What follows belongs to an exercise in optimizing a design on an open flow for small area; a production flow would make more cautious choices.
Only simulation tests tie the RTL to the original design; equivalence was not proved.
No activity file was given, so power comes from the tool's default toggle rates.

### design/flow/config.mk
export PLATFORM = sky130hd
export DESIGN_NAME = cpu_top
export DESIGN_NICKNAME = cpu_top
export VERILOG_FILES = /design/flow/design.v
export SDC_FILE = /design/flow/constraint.sdc
export NUM_CORES = 4
export LEC_CHECK = 0
export CAP_MARGIN = 20
export CORE_MARGIN = 2
export CORE_UTILIZATION = 40
export SLEW_MARGIN = 20
### design/flow/constraint.sdc
create_clock -name core_clock -period 10.0 [get_ports {clk}]
set_input_delay 2.0000 -clock core_clock [delete_from_list [all_inputs] [get_ports {clk}]]
set_output_delay 2.0000 -clock core_clock [all_outputs]
set_load 0.01 [all_outputs]
### design/flow/design.v
package cpu_types_pkg;
   typedef logic [31:0] word_t;
   typedef logic [4:0]  reg_addr_t;
   typedef logic [4:0]  alu_op_t;    
   typedef logic [1:0]  wd_sel_t;
   localparam wd_sel_t wd_alu  = 2'd0;
   localparam wd_sel_t wd_pc4  = 2'd1;
   localparam wd_sel_t wd_load = 2'd3;
   typedef enum logic [1:0] {
      step_fetch  = 2'd0,
      step_decode = 2'd1,
      step_mem    = 2'd2,
      step_write  = 2'd3
   } step_t;
   typedef struct packed {
      logic    pc_enable;
      logic    pc_load;
      logic    reg_re1;
      logic    reg_re2;
      logic    reg_we;
      logic    alu_sel1;       
      logic    alu_sel2;       
      alu_op_t alu_op;
      logic    target_load;
      wd_sel_t wd_sel;
      logic    ram_addr_sel;   
      logic    inst_load;
      logic    inst_mux_sel;   
   } ctrl_t;
   typedef struct packed {
      logic [6:0] opcode;
      logic [2:0] funct3;
      logic       bit20;
      logic       bit30;
      logic       cmp_out;
   } decode_t;
endpackage
package isa_pkg;
   typedef enum logic [6:0] {
      OP_IMM   = 7'b0010011,
      LUI      = 7'b0110111,
      AUIPC    = 7'b0010111,
      OP       = 7'b0110011,
      JAL      = 7'b1101111,
      JALR     = 7'b1100111,
      BRANCH   = 7'b1100011,
      LOAD     = 7'b0000011,
      STORE    = 7'b0100011,
      MISC_MEM = 7'b0001111,
      SYSTEM   = 7'b1110011
   } opcode_t;
   localparam logic [2:0] f3_add_sub = 3'b000;
   localparam logic [2:0] f3_sll     = 3'b001;
   localparam logic [2:0] f3_slt     = 3'b010;
   localparam logic [2:0] f3_sltu    = 3'b011;
   localparam logic [2:0] f3_xor     = 3'b100;
   localparam logic [2:0] f3_srl_sra = 3'b101;
   localparam logic [2:0] f3_or      = 3'b110;
   localparam logic [2:0] f3_and     = 3'b111;
   localparam logic [2:0] f3_beq  = 3'b000;
   localparam logic [2:0] f3_bne  = 3'b001;
   localparam logic [2:0] f3_blt  = 3'b100;
   localparam logic [2:0] f3_bge  = 3'b101;
   localparam logic [2:0] f3_bltu = 3'b110;
   localparam logic [2:0] f3_bgeu = 3'b111;
endpackage
`timescale 1ns/1ps
module alu (
   input  cpu_types_pkg::word_t   a,
   input  cpu_types_pkg::word_t   b,
   input  cpu_types_pkg::alu_op_t op,
   output cpu_types_pkg::word_t   result,
   output logic                   cmp_out
);
   logic       alt;
   logic [2:0] funct3;
   logic       cond;
   assign alt    = op[3];
   assign funct3 = op[2:0];
   always_comb begin
      case (funct3)
         isa_pkg::f3_add_sub: result = alt ? a - b : a + b;
         isa_pkg::f3_sll:     result = a << b[4:0];
         isa_pkg::f3_slt:     result = {31'b0, $signed(a) < $signed(b)};
         isa_pkg::f3_sltu:    result = {31'b0, a < b};
         isa_pkg::f3_xor:     result = a ^ b;
         isa_pkg::f3_srl_sra: begin
            if (alt) begin
               result = $signed(a) >>> b[4:0];
            end else begin
               result = a >> b[4:0];
            end
         end
         isa_pkg::f3_or:      result = a | b;
         default:             result = a & b;
      endcase
   end
   always_comb begin
      case (funct3)
         isa_pkg::f3_beq:  cond = a == b;
         isa_pkg::f3_bne:  cond = a != b;
         isa_pkg::f3_blt:  cond = $signed(a) < $signed(b);
         isa_pkg::f3_bge:  cond = $signed(a) >= $signed(b);
         isa_pkg::f3_bltu: cond = a < b;
         isa_pkg::f3_bgeu: cond = a >= b;
         default:          cond = 1'b0;
      endcase
   end
   assign cmp_out = op[4] && cond;   
endmodule
`timescale 1ns/1ps
module reg_file (
   input  logic                     clk,
   input  logic                     re1,
   input  logic                     re2,
   input  logic                     we,
   input  cpu_types_pkg::reg_addr_t ra1,
   input  cpu_types_pkg::reg_addr_t ra2,
   input  cpu_types_pkg::reg_addr_t wa,
   input  cpu_types_pkg::word_t     wd,
   output cpu_types_pkg::word_t     rd1,
   output cpu_types_pkg::word_t     rd2
);
   cpu_types_pkg::word_t regs [32];
   always_ff @(posedge clk) begin
      if (we && wa != 5'd0) begin
         regs[wa] <= wd;
      end
      if (re1) begin
         rd1 <= (ra1 == 5'd0) ? '0 : regs[ra1];
      end
      if (re2) begin
         rd2 <= (ra2 == 5'd0) ? '0 : regs[ra2];
      end
   end
endmodule
`timescale 1ns/1ps
module control (
   input  logic                   clk,
   input  logic                   reset,
   input  cpu_types_pkg::decode_t dec,
   output cpu_types_pkg::ctrl_t   ctrl,
   output logic                   ram_re,
   output logic                   ram_we,
   output logic                   halt,
   output cpu_types_pkg::step_t   step
);
   logic is_lui, is_auipc, is_op, is_op_imm, is_jal, is_jalr;
   logic is_branch, is_load, is_store, is_system;
   logic fetch, decode, mem, write;
   always_ff @(posedge clk) begin
      if (reset) begin
         step <= cpu_types_pkg::step_fetch;
      end else begin
         step <= cpu_types_pkg::step_t'(step + 2'd1);   
      end
   end
   assign fetch  = step == cpu_types_pkg::step_fetch;
   assign decode = step == cpu_types_pkg::step_decode;
   assign mem    = step == cpu_types_pkg::step_mem;
   assign write  = step == cpu_types_pkg::step_write;
   assign is_lui    = dec.opcode == isa_pkg::LUI;
   assign is_auipc  = dec.opcode == isa_pkg::AUIPC;
   assign is_op     = dec.opcode == isa_pkg::OP;
   assign is_op_imm = dec.opcode == isa_pkg::OP_IMM;
   assign is_jal    = dec.opcode == isa_pkg::JAL;
   assign is_jalr   = dec.opcode == isa_pkg::JALR;
   assign is_branch = dec.opcode == isa_pkg::BRANCH;
   assign is_load   = dec.opcode == isa_pkg::LOAD;
   assign is_store  = dec.opcode == isa_pkg::STORE;
   assign is_system = dec.opcode == isa_pkg::SYSTEM;
   assign halt   = is_system && dec.bit20;   
   assign ram_re = fetch || (mem && is_load);
   assign ram_we = mem && is_store;
   always_comb begin
      ctrl = '0;
      ctrl.pc_enable = write && !halt;
      ctrl.pc_load   = write && ((is_branch && dec.cmp_out) || is_jal || is_jalr);
      ctrl.reg_re1 = decode;
      ctrl.reg_re2 = decode;
      ctrl.reg_we  = write && (is_op || is_op_imm || is_lui || is_auipc ||
                               is_jal || is_jalr || is_load);
      if (decode || (write && is_auipc)) begin
         ctrl.alu_sel1 = 1'b1;
         ctrl.alu_sel2 = 1'b1;
      end else if ((write && (is_op_imm || is_lui)) ||
                   (mem && (is_load || is_store || is_jalr))) begin
         ctrl.alu_sel2 = 1'b1;
      end
      if (write && is_op) begin
         ctrl.alu_op = {1'b0, dec.bit30, dec.funct3};
      end else if (write && is_op_imm) begin
         ctrl.alu_op = {1'b0, dec.bit30 && dec.funct3 == isa_pkg::f3_srl_sra, dec.funct3};
      end else if (write && is_branch) begin
         ctrl.alu_op = {1'b1, 1'b0, dec.funct3};
      end
      ctrl.target_load = decode || (mem && is_jalr);
      if (is_jal || is_jalr) begin
         ctrl.wd_sel = cpu_types_pkg::wd_pc4;
      end else if (is_load) begin
         ctrl.wd_sel = cpu_types_pkg::wd_load;
      end else begin
         ctrl.wd_sel = cpu_types_pkg::wd_alu;
      end
      ctrl.ram_addr_sel = mem;
      ctrl.inst_load    = decode;
      ctrl.inst_mux_sel = !decode;   
   end
endmodule
`timescale 1ns/1ps
module datapath (
   input  logic                   clk,
   input  logic                   reset,
   input  cpu_types_pkg::ctrl_t   ctrl,
   input  cpu_types_pkg::word_t   ram_rdata,
   output cpu_types_pkg::decode_t dec,
   output cpu_types_pkg::word_t   ram_addr,
   output cpu_types_pkg::word_t   ram_wdata
);
   localparam int unsigned addr_bits = $clog2(1024) + 2;
   cpu_types_pkg::word_t      pc, pc_plus4, target, inst_reg, inst;
   cpu_types_pkg::word_t      imm, rd1, rd2, alu_a, alu_b, alu_result, wd, addr;
   cpu_types_pkg::reg_addr_t  ra1;
   logic                      cmp_out;
   assign pc_plus4 = pc + 32'd4;
   always_ff @(posedge clk) begin
      if (reset) begin
         pc       <= 32'h0000_0000;
         inst_reg <= 32'h0000_0013;   
      end else begin
         if (ctrl.pc_enable) begin
            pc <= ctrl.pc_load ? target : pc_plus4;
         end
         if (ctrl.inst_load) begin
            inst_reg <= ram_rdata;
         end
      end
   end
   always_ff @(posedge clk) begin
      if (ctrl.target_load) begin
         target <= {alu_result[31:1], 1'b0};
      end
   end
   assign inst = ctrl.inst_mux_sel ? inst_reg : ram_rdata;
   always_comb begin
      case (inst[6:0])
         isa_pkg::STORE:             imm = {{20{inst[31]}}, inst[31:25], inst[11:7]};
         isa_pkg::BRANCH:            imm = {{19{inst[31]}}, inst[31], inst[7],
                                            inst[30:25], inst[11:8], 1'b0};
         isa_pkg::LUI, isa_pkg::AUIPC: imm = {inst[31:12], 12'b0};
         isa_pkg::JAL:               imm = {{11{inst[31]}}, inst[31], inst[19:12],
                                            inst[20], inst[30:21], 1'b0};
         default:                    imm = {{20{inst[31]}}, inst[31:20]};
      endcase
   end
   assign ra1 = (inst[6:0] == isa_pkg::LUI) ? 5'd0 : inst[19:15];
   reg_file u_reg_file (
      .clk (clk),
      .re1 (ctrl.reg_re1),
      .re2 (ctrl.reg_re2),
      .we  (ctrl.reg_we),
      .ra1 (ra1),
      .ra2 (inst[24:20]),
      .wa  (inst[11:7]),
      .wd  (wd),
      .rd1 (rd1),
      .rd2 (rd2)
   );
   assign alu_a = ctrl.alu_sel1 ? pc : rd1;
   assign alu_b = ctrl.alu_sel2 ? imm : rd2;
   alu u_alu (
      .a       (alu_a),
      .b       (alu_b),
      .op      (ctrl.alu_op),
      .result  (alu_result),
      .cmp_out (cmp_out)
   );
   always_comb begin
      case (ctrl.wd_sel)
         cpu_types_pkg::wd_pc4:  wd = pc_plus4;
         cpu_types_pkg::wd_load: wd = ram_rdata;
         default:                wd = alu_result;
      endcase
   end
   assign addr      = ctrl.ram_addr_sel ? alu_result : pc;
   assign ram_addr  = {{(32 - addr_bits){1'b0}}, addr[addr_bits-1:0]};
   assign ram_wdata = rd2;
   assign dec.opcode  = inst[6:0];
   assign dec.funct3  = inst[14:12];
   assign dec.bit20   = inst[20];
   assign dec.bit30   = inst[30];
   assign dec.cmp_out = cmp_out;
endmodule
`timescale 1ns/1ps
module cpu_top (
   input  logic                 clk,
   input  logic                 reset,
   input  cpu_types_pkg::word_t ram_rdata,
   output cpu_types_pkg::word_t ram_addr,
   output cpu_types_pkg::word_t ram_wdata,
   output logic                 ram_re,
   output logic                 ram_we,
   output logic                 halt
);
   cpu_types_pkg::ctrl_t   ctrl;
   cpu_types_pkg::decode_t dec;
   control u_control (
      .clk    (clk),
      .reset  (reset),
      .dec    (dec),
      .ctrl   (ctrl),
      .ram_re (ram_re),
      .ram_we (ram_we),
      .halt   (halt),
      .step   ()
   );
   datapath u_datapath (
      .clk       (clk),
      .reset     (reset),
      .ctrl      (ctrl),
      .ram_rdata (ram_rdata),
      .dec       (dec),
      .ram_addr  (ram_addr),
      .ram_wdata (ram_wdata)
   );
endmodule
### design/flow/run.sh
#!/bin/bash
# synth_recipe.tcl (not shown) runs the flow's synth.tcl, then flattens the netlist and writes it again
# the make line also repeats each setting of config.mk as NAME=value (left out here)
make -C /OpenROAD-flow-scripts/flow DESIGN_CONFIG=/design/flow/config.mk WORK_HOME=/design/flow/orfs CLKGATE_MAP_FILE= SYNTH_SCRIPT=/design/flow/synth_recipe.tcl finish
==> implementation parameters <==
Parameter                              Value

Power and ir drop
  Static leakage ... 26.2 nW
  Pwr dens ... 226 mW/mm2
  Worst voltage drop across the vdd grid ... 197 uV
  Overall Power ... 17.4 mW

Die
  Core footprint ... 0.165 mm2
  Top-Level Pins ... 101
  Horizontal extent of the die ... 412 um
  Die area ... 0.170 mm2
  Overall die height ... 412 um
  Row cnt ... 149
  Initial core utilization ... 0.403

Layout
  Sequential cell area ... 0.0349 mm2
  Most used cells in the layout excluding fill and tap cells ... 1119 x sky130_fd_sc_hd__edfxtp_1, 900 x sky130_fd_sc_hd__nand2_1, 418 x sky130_fd_sc_hd__buf_4, 312 x sky130_fd_sc_hd__mux2i_1, 310 x sky130_fd_sc_hd__nand3_1
  Number of fill cells ... 15264
  Number of nets at the end of the flow ... 6374
  Most flops, register ... u_datapath.u_reg_file.regs
  Final instance count without filler cells ... 8535
  Area Growth Syn to Fin ... 15.3%
  Fraction of layout cells with a size suffix above 1 ... 0.151
  Most common cell after layout, fill and taps aside ... sky130_fd_sc_hd__edfxtp_1
  Flip-flop count of the largest register after layout ... 1024
  Cell area after layout ... 0.0768 mm2
  Multi-input gate area in the final layout ... 0.0301 mm2

Routing
  DRC violations left ... 0
  Routed WL per cell ... 40.2 um
  Routed via count ... 58904
  Number of DRC markers in iteration 0 ... 9089
  Number of optimization iterations in the first detailed-route pass ... 8
  Antenna Violating Nets Remaining ... 0
  Final routed wirelength across all metal layers ... 343 mm
  Avg Vias per Cell ... 6.90

Synthesis
  Cell area after synthesis ... 0.0666 mm2
  Largest cells by area after synthesis ... sky130_fd_sc_hd__edfxtp_1 50%, sky130_fd_sc_hd__nand2_1 5.1%, sky130_fd_sc_hd__mux2i_1 4.9%
  Yosys top cell by area ... sky130_fd_sc_hd__edfxtp_1
  #FFs+latches synth ... 1184
  Main flop type after synthesis ... sky130_fd_sc_hd__edfxtp_1
  Area fraction of the dominant cell type after synthesis ... 0.504
  Synth Area per Inst ... 11.0 um2
  Number of synthesized flops with an enable pin ... 1119
  Sequential cell area fraction in the yosys report ... 0.524
  Count of warnings emitted by yosys ... 4
  Async S/R FF share, synth ... 0
  Number of instances in the synthesized netlist ... 6067
  Unique cell type count in the Yosys netlist ... 102

STA
  Pin slew with the least headroom to its limit ... 1.20 ns
  Final Max Tran Viols ... 0
  Setup Total Neg Slack ... 0 ns
  Post-Route Hold Slack ... 0.497 ns
  RSZ-0062 raised after global routing ... false
  Final setup skew ... 0.0345 ns
  Peak Freq ... 101 MHz
  Worst-case headroom to the max-slew limit ... 0.189
  Count of final setup violators ... 0
  Hold Violations, Final ... 0
  Final period demand of the worst path ... 9.89 ns
  Tcrit/Tclk final ... 0.989

Worst setup path
  Worst setup SP type ... input pin
  Top delay family on crit path ... compound AO/OA/AOI/OAI gates
  CP most frequent cell ... sky130_fd_sc_hd__buf_4
  Critical path capture point type ... output pin
  Number of buffers and inverters on the critical path ... 6
  Slowest library cell on the worst path ... sky130_fd_sc_hd__a222oi_1
  Cell Chain, Critical Path ... clkdlybuf4s50_1 -> nand4b_1 -> a222oi_1 -> buf_4 -> a21oi_1 -> nor2_2 -> o21ai_4 -> nand2_1 -> buf_4 -> a311oi_1 -> a2111oi_0 -> buf_4 -> a31oi_1 -> o211a_1 -> a21oi_1 -> buf_4 -> mux2_2 -> clkdlybuf4s50_1
  Worst stage delay on the critical path ... 0.76 ns
  Data arrival at the endpoint of the critical path ... 7.89 ns
  CP max FO ... 38
  Critical path class ... in2out
  Data required time at the worst endpoint ... 8.00 ns

Place
  Number of placed instances, taps included ... 8289
  Final GP Congestion ... 1.07
  Detailed placement HPWL ... 230 mm
  Placement-stage cell area ... 0.0725 mm2
  # port buffers ... 80

Global routing
  All-Layer GR Usage ... 0.396
  Wire length of the first global-routing pass ... 464 mm
  Via count of the first global-routing pass ... 55351
  Grt ovf ... 0
  Number of antenna violations at the first check in global routing ... 24
  Maximum number of pins on one net before global-route repair ... 143

Status
  Status ... no timing/DRC/antenna violations

Clock tree
  Clock tree from TritonCTS ... yes
  Later-pin clock latency in the skew report ... 0.81 ns
  Clock Sinks ... 1184
  PostCTS Resize Cnt ... 0
  CTS root buf ... sky130_fd_sc_hd__clkbuf_16
  # hold bufs at CTS ... 0
  Total number of H-tree levels ... 4
  Clock slew at the register clock pins of the worst setup and hold paths ... 0.06 ns
  Number of setup buffers added after CTS ... 0
  Number of CTS-inserted buffers ... 134
  Buffer depth of the longest clock path ... 3

Job
  Number of max-capacitance violations reported ... 0

Min path
  Min-Delay Path Class ... reg2reg
-- worst paths after layout --
kind                                                   startpoint                                end  slack [ns]  cells after the start
worst min-delay path            u_datapath.inst_reg[1]$_SDFF_PP1_  u_datapath.inst_reg[1]$_SDFF_PP1_        0.50                      2
worst max register to register       u_control.step[1]$_SDFF_PP0_     u_datapath.pc[11]$_SDFFE_PP0P_        1.88                     28
worst max-delay path                                 ram_rdata[0]                        ram_addr[2]        0.11                     18
worst min register to register  u_datapath.inst_reg[1]$_SDFF_PP1_  u_datapath.inst_reg[1]$_SDFF_PP1_        0.50                      2
-- metal layers --
layer	global-route usage	up-vias	part of all wire
li1	-	23988	-
met1	0.528	29825	0.39
met2	0.585	4103	0.43
met3	0.0937	974	0.11
met4	0.234	14	0.070
met5	0	-	0.00025
-- per-stage QoR --
step | util | worst slack, ns
after global routing | 0.465 | 0.0373
after detailed placement | 0.439 | 0.115
final | 0.465 | 0.110
after CTS | 0.465 | 0.0849
after global placement | 0.439 | 0.0690
after floorplan | - | 0.340
-- logic make-up (layout without fill, tap and decap cells) --
family	Yosys count	after routing	synth area share
DFF	1184	1184	0.524
other	1	60	0.0000563
adders and majority gates	103	103	0.0196
AOI/OAI and AO/OA	1621	1621	0.174
and+or+nand+nor	1914	1914	0.130
muxes	520	520	0.105
xor gates and xnor gates	68	68	0.00894
buffers and inverters	656	876	0.0393
-- synth_stat cells, drive strengths merged, types with 14 or more instances --
cell type and number:
edfxtp 1119, nand2 905, clkbuf 427, mux2i 327, nor2 320, nand3 311
o21ai 214, o221ai 209, a21oi 197, o211ai 162, o22ai 149, mux4 137
and3 128, buf 113, inv 113, a31oi 105, ha 101, a22oi 85
a32oi 75, a311oi 73, a211oi 65, dfxtp 65, a21o 61, nor3 57
mux2 56, xnor2 46, nor4 35, o31ai 29, and2 23, xor2 22
a211o 18, o21bai 18, nand2b 17, nand4 17, or3 15, a221o 14
o21a 14
-- worst min-delay path: stages, from the launching register on --
cell	delay [ns]
sky130_fd_sc_hd__dfxtp_1	0.33
sky130_fd_sc_hd__inv_1	0.06
sky130_fd_sc_hd__o21ai_0	0.06
-- layout make-up --
class,count,share of cell area
sequential,1184,0.454
multi-input combinational,4278,0.391
timing repair buffer,523,0.0574
clock buffer,160,0.0453
tap,2189,0.0356
clock inverter,77,0.0101
inverter,116,0.00567
antenna,8,0.000261
-- power breakdown --
part           internal [mW]  switching [mW]
Sequential              6.39           0.146
Clock                   2.70            2.16
Combinational           1.77            4.24

-- what the ideal ports hide --
In the flow no input, the clock included, has a driving cell. The finished layout below was timed again as built, in two steps.
Step 1 assumes that a clkbuf_16 drives the clock port and a buf_2 every other input.
Step 2 moves the port delays by t, midway between the first and last clock arrival at a register: inputs arrive t later, outputs are due t later. That takes back most of the time a late clock gives input paths.
a / b / c = ideal / step 1 / step 2; a / b = the first two.
t (ns): 0.879
setup slack, ns: 0.110 / 0.084 / 0.084
hold slack, ns: 0.497 / 0.497 / 0.497
worst setup path after step 2: input to output
worst slew at a driven data input, ns: 0.07
After both steps this run still meets setup and hold. The setup slack of this run moves by -0.026 ns with the drivers and by -0.026 ns with both steps.
